This design comes from an exercise in tuning for small area on the open sky130 flow, not from production work.
In this exercise RTL edits were held to simulation tests only and were not proved equivalent to the original.
No activity file was given, so power comes from the tool's default toggle rates.

--- design.v ---
package dnsr_pkg;
    localparam int ID_W    = 16;
    localparam int ADDR_W  = 32;
    localparam int PORT_W  = 16;
    localparam int TIME_W  = 32;
    localparam int AGE_W   = 16;
    localparam int LIMIT_W = 4;
    localparam int REM_W   = 4;
    localparam int unsigned AGE_SCALE_MS = 1000;
    localparam logic [AGE_W-1:0]   AGE_RESET   = 16'd60;
    localparam logic [LIMIT_W-1:0] LIMIT_RESET = 4'd5;
    localparam logic REG_AGE_SECONDS = 1'b0;
    localparam logic REG_KEEP_LIMIT  = 1'b1;
    typedef enum logic [1:0] {
        CMD_ADD   = 2'd0,
        CMD_FIND  = 2'd1,
        CMD_SWEEP = 2'd2
    } cmd_t;
    typedef enum logic [2:0] {
        STAT_ADDED      = 3'd0,
        STAT_RETRANS    = 3'd1,
        STAT_REPLY_HIT  = 3'd2,
        STAT_REPLY_MISS = 3'd3,
        STAT_SWEEP_DONE = 3'd4
    } status_t;
    typedef enum logic [1:0] {
        S_IDLE,
        S_SCAN,
        S_WRITE,
        S_DONE
    } state_t;
    typedef struct packed {
        logic [ID_W-1:0]   local_id;
        logic [ID_W-1:0]   client_id;
        logic [ADDR_W-1:0] addr;
        logic [PORT_W-1:0] port;
        logic [TIME_W-1:0] stamp;
    } entry_t;
endpackage
module dns_relay_query_id_table_unit #(
    parameter int TABLE_DEPTH = 8
) (
    input  logic        aclk,
    input  logic        aresetn,
    input  logic        s_tvalid,
    output logic        s_tready,
    input  logic [95:0] s_tdata,
    input  logic [1:0]  s_tuser,
    output logic        m_tvalid,
    input  logic        m_tready,
    output logic [71:0] m_tdata,
    output logic [2:0]  m_tuser,
    input  logic        cfg_wr_en,
    input  logic        cfg_index,
    input  logic [15:0] cfg_wdata
);
    localparam int ENTRY_W = 96;
    logic [TABLE_DEPTH*ENTRY_W-1:0] ring;
    logic [ENTRY_W-1:0]             tap;
    logic        busy_reg;
    logic        done_reg;
    logic        started_reg;
    logic        mvalid_reg;
    logic [2:0]  rel_reg;
    logic [3:0]  count_reg;
    logic [15:0] next_id_reg;
    logic [15:0] age_reg;
    logic [3:0]  limit_reg;
    logic [31:0] cutoff_reg;
    logic [15:0] o_id_reg;
    logic [47:0] o_ap_reg;
    logic [3:0]  o_rm_reg;
    logic [2:0]  o_st_reg;
    logic        is_add, is_find, is_sweep;
    logic        wrapped;
    logic [3:0]  k;
    logic [3:0]  e;
    logic [15:0] x;
    logic [15:0] sub;
    logic        add_active, add_write, add_hit;
    logic        f_inrange, f_at;
    logic        removable;
    logic        start;
    logic [31:0] age_ms;
    assign tap      = ring[ENTRY_W-1:0];
    assign is_add   = s_tuser == dnsr_pkg::CMD_ADD;
    assign is_find  = s_tuser == dnsr_pkg::CMD_FIND;
    assign is_sweep = s_tuser == dnsr_pkg::CMD_SWEEP;
    assign wrapped = started_reg && (rel_reg == 3'd0);
    assign k       = {wrapped, rel_reg};
    assign e       = count_reg - k;
    always_comb begin
        if (is_find) begin
            x = s_tdata[15:0];
        end else if (done_reg) begin
            x = 16'hffff;
        end else begin
            x = {12'd0, e};
        end
    end
    assign sub = next_id_reg - x;
    assign add_active = started_reg || (rel_reg == 3'd0);
    assign add_write  = k == count_reg;
    assign add_hit    = tap[15:0] == s_tdata[15:0];
    assign f_inrange = (sub[15:4] == 12'd0) && (sub[3:0] != 4'd0) && (sub[3:0] <= count_reg);
    assign f_at      = e == sub[3:0];
    assign removable = (count_reg != 4'd0) &&
                       ((tap[95:64] < cutoff_reg) || (count_reg > limit_reg));
    assign age_ms = {6'd0, age_reg, 10'd0} - {12'd0, age_reg, 4'd0} - {13'd0, age_reg, 3'd0};
    assign start = !busy_reg && !done_reg && s_tvalid && !mvalid_reg;
    logic        fin;
    logic        wr;
    logic        pop;
    logic        evict;
    logic        grow;
    logic        ld_id, ld_ap;
    logic [15:0] id_val;
    logic        rm_inc, rm_set;
    logic        st_ld;
    logic [2:0]  st_val;
    always_comb begin
        fin    = 1'b0;
        wr     = 1'b0;
        pop    = 1'b0;
        evict  = 1'b0;
        grow   = 1'b0;
        ld_id  = 1'b0;
        ld_ap  = 1'b0;
        id_val = sub;
        rm_inc = 1'b0;
        rm_set = 1'b0;
        st_ld  = 1'b0;
        st_val = dnsr_pkg::STAT_ADDED;
        if (busy_reg) begin
            if (is_add) begin
                if (add_active) begin
                    if (add_write) begin
                        fin   = 1'b1;
                        wr    = 1'b1;
                        ld_id = 1'b1;
                        rm_set = count_reg[3];
                        if (count_reg[3]) begin
                            evict = 1'b1;
                        end else begin
                            grow = 1'b1;
                        end
                    end else if (add_hit) begin
                        fin    = 1'b1;
                        ld_id  = 1'b1;
                        st_ld  = 1'b1;
                        st_val = dnsr_pkg::STAT_RETRANS;
                    end
                end
            end else if (is_find) begin
                if (!f_inrange) begin
                    fin    = 1'b1;
                    st_ld  = 1'b1;
                    st_val = dnsr_pkg::STAT_REPLY_MISS;
                end else if (f_at) begin
                    fin    = 1'b1;
                    ld_id  = 1'b1;
                    ld_ap  = 1'b1;
                    id_val = tap[15:0];
                    st_ld  = 1'b1;
                    st_val = dnsr_pkg::STAT_REPLY_HIT;
                end
            end else begin
                if (rel_reg == 3'd0) begin
                    if (removable) begin
                        pop    = 1'b1;
                        rm_inc = 1'b1;
                    end else begin
                        fin    = 1'b1;
                        st_ld  = 1'b1;
                        st_val = dnsr_pkg::STAT_SWEEP_DONE;
                    end
                end
            end
        end
    end
    always_ff @(posedge aclk) begin
        ring <= {(wr ? s_tdata : tap), ring[TABLE_DEPTH*ENTRY_W-1:ENTRY_W]};
        cutoff_reg <= s_tdata[95:64] - age_ms;
    end
    always_ff @(posedge aclk) begin
        if (!aresetn) begin
            busy_reg    <= 1'b0;
            done_reg    <= 1'b0;
            mvalid_reg  <= 1'b0;
            rel_reg     <= 3'd0;
            count_reg   <= 4'd0;
            next_id_reg <= 16'd0;
            age_reg     <= dnsr_pkg::AGE_RESET;
            limit_reg   <= dnsr_pkg::LIMIT_RESET;
        end else begin
            if (mvalid_reg && m_tready) begin
                mvalid_reg <= 1'b0;
            end
            if (start) begin
                if (s_tuser == 2'd3) begin
                    done_reg <= 1'b1;
                end else begin
                    busy_reg <= 1'b1;
                end
            end
            if (fin) begin
                busy_reg <= 1'b0;
                done_reg <= 1'b1;
            end
            if (done_reg) begin
                done_reg   <= 1'b0;
                mvalid_reg <= s_tuser != 2'd3;
                if (is_add && o_st_reg == dnsr_pkg::STAT_ADDED) begin
                    next_id_reg <= sub;
                end
            end
            if (!pop && !evict) begin
                rel_reg <= rel_reg + 3'd1;
            end
            if (pop) begin
                count_reg <= count_reg - 4'd1;
            end
            if (grow) begin
                count_reg <= count_reg + 4'd1;
            end
            if (cfg_wr_en) begin
                if (cfg_index == dnsr_pkg::REG_KEEP_LIMIT) begin
                    limit_reg <= cfg_wdata[3:0];
                end else begin
                    age_reg <= cfg_wdata;
                end
            end
        end
    end
    always_ff @(posedge aclk) begin
        if (start) begin
            started_reg <= 1'b0;
            o_id_reg    <= 16'd0;
            o_ap_reg    <= 48'd0;
            o_rm_reg    <= 4'd0;
            o_st_reg    <= 3'd0;
        end else begin
            if (busy_reg && (rel_reg == 3'd0)) begin
                started_reg <= 1'b1;
            end
            if (ld_id) begin
                o_id_reg <= id_val;
            end
            if (ld_ap) begin
                o_ap_reg <= tap[63:16];
            end
            if (rm_inc) begin
                o_rm_reg <= o_rm_reg + 4'd1;
            end
            if (rm_set) begin
                o_rm_reg <= 4'd1;
            end
            if (st_ld) begin
                o_st_reg <= st_val;
            end
        end
    end
    assign s_tready = done_reg;
    assign m_tvalid = mvalid_reg;
    assign m_tdata  = {4'd0, o_rm_reg, o_ap_reg, o_id_reg};
    assign m_tuser  = o_st_reg;
endmodule
--- run.sh ---
#!/bin/bash
# synth_recipe.tcl (not shown) runs the flow's synth.tcl, then flattens the netlist and writes it again
# the make line also repeats each setting of config.mk as NAME=value (left out here)
make -C /OpenROAD-flow-scripts/flow DESIGN_CONFIG=/design/flow/config.mk WORK_HOME=/design/flow/orfs CLKGATE_MAP_FILE= SYNTH_SCRIPT=/design/flow/synth_recipe.tcl finish
--- config.mk ---
export PLATFORM = sky130hd
export DESIGN_NAME = dns_relay_query_id_table_unit
export DESIGN_NICKNAME = dns_relay_query_id_table_unit
export VERILOG_FILES = /design/flow/design.v
export SDC_FILE = /design/flow/constraint.sdc
export NUM_CORES = 4
export LEC_CHECK = 0
export ABC_AREA = 1
export CAP_MARGIN = 20
export CORE_MARGIN = 2
export CORE_UTILIZATION = 40
export SLEW_MARGIN = 20
--- constraint.sdc ---
create_clock -name core_clock -period 7.5 [get_ports {aclk}]
set_input_delay 1.5000 -clock core_clock [delete_from_list [all_inputs] [get_ports {aclk}]]
set_output_delay 1.5000 -clock core_clock [all_outputs]
set_load 0.01 [all_outputs]
==> summary.txt <==
outcome: timing/DRC/antenna clean
post-CTS setup buffers: 0
syn avg cell area: 10.5 sq um
crit-path max FO: 42
Final Max Slew Viols: 0
reg2reg path depth: 28
WHS Path Cells: 0
Yosys reg bits: 918
Final #Nets: 3,100
root buf cell: clkbuf_16
Leakage: 14.9 nW
Hold Vio Cnt, Final: 0
worst skew pair latency: 0.65 ns
worst-case clock buffer depth: 3
Least-Margin Pin Slew: 0.725 ns
dpl ws: 1.08 ns
asr flop ratio synth: 0%
sequential area share after synthesis: 67.1%
H-tree levels: 3
Synth warnings: 1
Synth area leaders: dfxtp_1, nand2_1, ha_1, inv_1, o21ai_0
Max-cap violations: 0
distinct cell type count after synthesis: 47
Core Region: 67,500 sq um
Inst Count DP: 3,643
clock sinks: 918
Post-synth EDFFs: 0
WP data required: 8.09 ns
area leader, netlist: dfxtp_1
Worst setup SP type: input pin
Worst Skew: 0.0624 ns
IO Count: 197
commonest non-fill, non-tap cell in the layout: dfxtp_1
final worst path period need: 5.77 ns
die height: 266 um
detailed placement HPWL: 40,200 um
Non-Filler Instances: 3,806
Fmax: 173 MHz
number of flip-flops in the largest register: 768
GRT overflow: 0
gr usage total: 16.3%
min setup slack post-route: 1.73 ns
most frequent cells in the layout: dfxtp_1, nand2_1, inv_1, clkdlybuf4s50_1, o21ai_0
Initial Utilization: 40.6%
final setup fails: 0
first-pass GRT wire length: 91,200 um
# resized after CTS: 0
Worst Min Path Start: ring[483]$_DFF_P_
CP Class: in -> reg
Routed WL: 57,800 um
crit end category: flop
RD Place Congestion: 0.887
worst r2r dst: cutoff_reg[31]$_DFF_P_
# rows: 95
routed len/inst: 15.2 um
DRT Pass-1 Iters: 5
post-synthesis cell area: 27,400 sq um
peak supply drop: 0.203 mV
DRT iter0 DRCs: 883
ant diodes: 0
Synth top area share: 67.1%
RSZ-0062 raised after global routing: false
WP data arrival: 6.35 ns
CTS clk-pin slew, worst paths: 0.07 ns
top_reg_cell synth: dfxtp_1
Worst R2R Start: age_reg[10]$_SDFFE_PN0P_
crit share post-route: 76.9%
via count: 17,400
FF-to-FF setup slack: 2.09 ns
crit path from: s_tuser[1]
DRC errors left: 0
Min-Delay Path Class: reg -> reg
layout cells sized above 1: 7.06%
Fill cells: 6,042
vias per inst: 4.57
Power Density: 356 nW/um^2
final setup TNS: 0 ns
die span in x: 266 um
pin count of the biggest net entering global routing: 153
number of port buffers: 192
Post-CTS Hold Fix Bufs: 0
initial antenna violation count: 0
Endpoint, Worst Hold: ring[387]$_DFF_P_
Area Overhead vs Synth: 22.1%
Post-Synthesis Cells: 2,622
CTS tree: built
remaining antenna violation count: 0
Die Area: 70,600 sq um
Max transition margin: 51.6%
CTS Buf Count: 89
vias in the first global route: 17,400
## synthesized netlist by cell type (6+ instances only)
library cell    n
o21bai_1       11
xnor2_1        43
nor2_1        137
inv_1         274
a31oi_1         6
nor3_1         18
a21o_1          6
nand4_1        16
o21ai_0       182
a21oi_1       176
buf_4          15
dfxtp_1       918
xor2_1         45
nand2_1       446
clkbuf_1       37
o211ai_1        8
nand2_2        12
ha_1          115
o21ai_1        40
nand3_1        58
## worst max-delay path by stage
stage | end | slack, ns | cells after the start
2_1_floorplan | o_id_reg[13]$_SDFFE_PP0P_ | 2.74 | 26
3_3_place_gp | o_ap_reg[33]$_SDFFE_PP0P_ | 1.32 | 26
3_5_place_dp | o_ap_reg[16]$_SDFFE_PP0P_ | 1.08 | 26
4_1_cts | o_ap_reg[41]$_SDFFE_PP0P_ | 1.77 | 26
5_1_grt | o_ap_reg[35]$_SDFFE_PP0P_ | 1.34 | 26
6_report | o_ap_reg[17]$_SDFFE_PP0P_ | 1.73 | 26
## layout make-up
type / instances / area (sq um) / share of cell area (%)
clock inverters: 51 / 759 / 2.27
well taps: 873 / 1090 / 3.26
clock buffers: 112 / 2440 / 7.30
flip-flops and latches: 918 / 18400 / 54.9
multi-input cells: 1371 / 7720 / 23.1
repair buffers: 201 / 2020 / 6.04
inverters: 280 / 1050 / 3.15
## worst max-delay path: stages
cell and delay (ns):
clkdlybuf4s50_1 0.53, inv_1 0.09, nand2_1 0.07, buf_4 0.25, nand2_1 0.08, buf_4 0.19
inv_1 0.08, a21oi_1 0.07, ha_1 0.21, fa_1 0.41, xnor2_1 0.48, ha_1 0.34
nand2_1 0.06, inv_1 0.04, nand2_1 0.06, a32oi_1 0.05, nor2_1 0.11, nand3_1 0.08
nor2_1 0.13, nand4_2 0.13, nor2_4 0.21, nand3_4 0.26, inv_2 0.35, buf_12 0.25
o21ai_0 0.11, a21oi_1 0.16
## stage by stage
| step | power, mW | util, % | area, sq um | hold WS, ns |
|---|---|---|---|---|
| after floorplan | 6.82 | - | 27400 | 0.310 |
| after global placement | 7.27 | 44.8 | 30300 | 0.310 |
| after detailed placement | 7.32 | 44.8 | 30300 | 0.312 |
| after CTS | 12.1 | 49.6 | 33500 | 0.274 |
| after global routing | 12.5 | 49.6 | 33500 | 0.295 |
| final | 11.9 | 49.6 | 33500 | 0.287 |
## where the power goes
group	leakage, nW	internal, mW	switching, mW	total (mW)
combinational	5.88	0.622	0.988	1.61
clock	1.56	2.80	1.89	4.69
sequential	7.49	5.46	0.160	5.62
## layer usage
layer | wire length [um] | part of all wire (%) | up-vias | track usage, %
met4 | 1690 | 2.9 | 0 | 6.64
li1 | - | - | 8860 | -
met2 | 25900 | 45 | 349 | 26.1
met1 | 27200 | 47 | 8085 | 21.5
met5 | 0 | 0 | - | 0
met3 | 3000 | 5.2 | 98 | 3.50
## logic make-up after synthesis
family,Yosys count,share of synthesized area [%]
other,1,0.0137
AOI/OAI and AO/OA,449,8.70
adders and majority gates,119,5.54
buffers and inverters,336,4.87
DFF,918,67.1
xor gates and xnor gates,94,3.17
and+or+nand+nor,705,10.7

-- port drivers added, routing unchanged --
In the flow no input, the clock included, has a driving cell. The finished layout below was timed again as built, in two steps. Step 1, drivers: a clkbuf_16 drives aclk and a buf_2 each remaining input, both assumed. Step 2 adds t to the input delays and takes it off the output delays; t is the mean of the earliest and latest rising clock arrival at the registers after step 1. Input paths then give back, and output paths get back, about the clock's delay inside the block. Three values: ideal ports, drivers, drivers and shift; two values: the first two.
shift t [ns]: 0.684
slack for setup (ns): 1.734 / 1.770 / 1.086
hold WS [ns]: 0.287 / 0.287 / 0.287
worst slew at a driven data input, ns: 0.07
After both steps this run still meets setup and hold. The setup slack of this run moves by +0.036 ns with the drivers and by -0.648 ns with both steps.
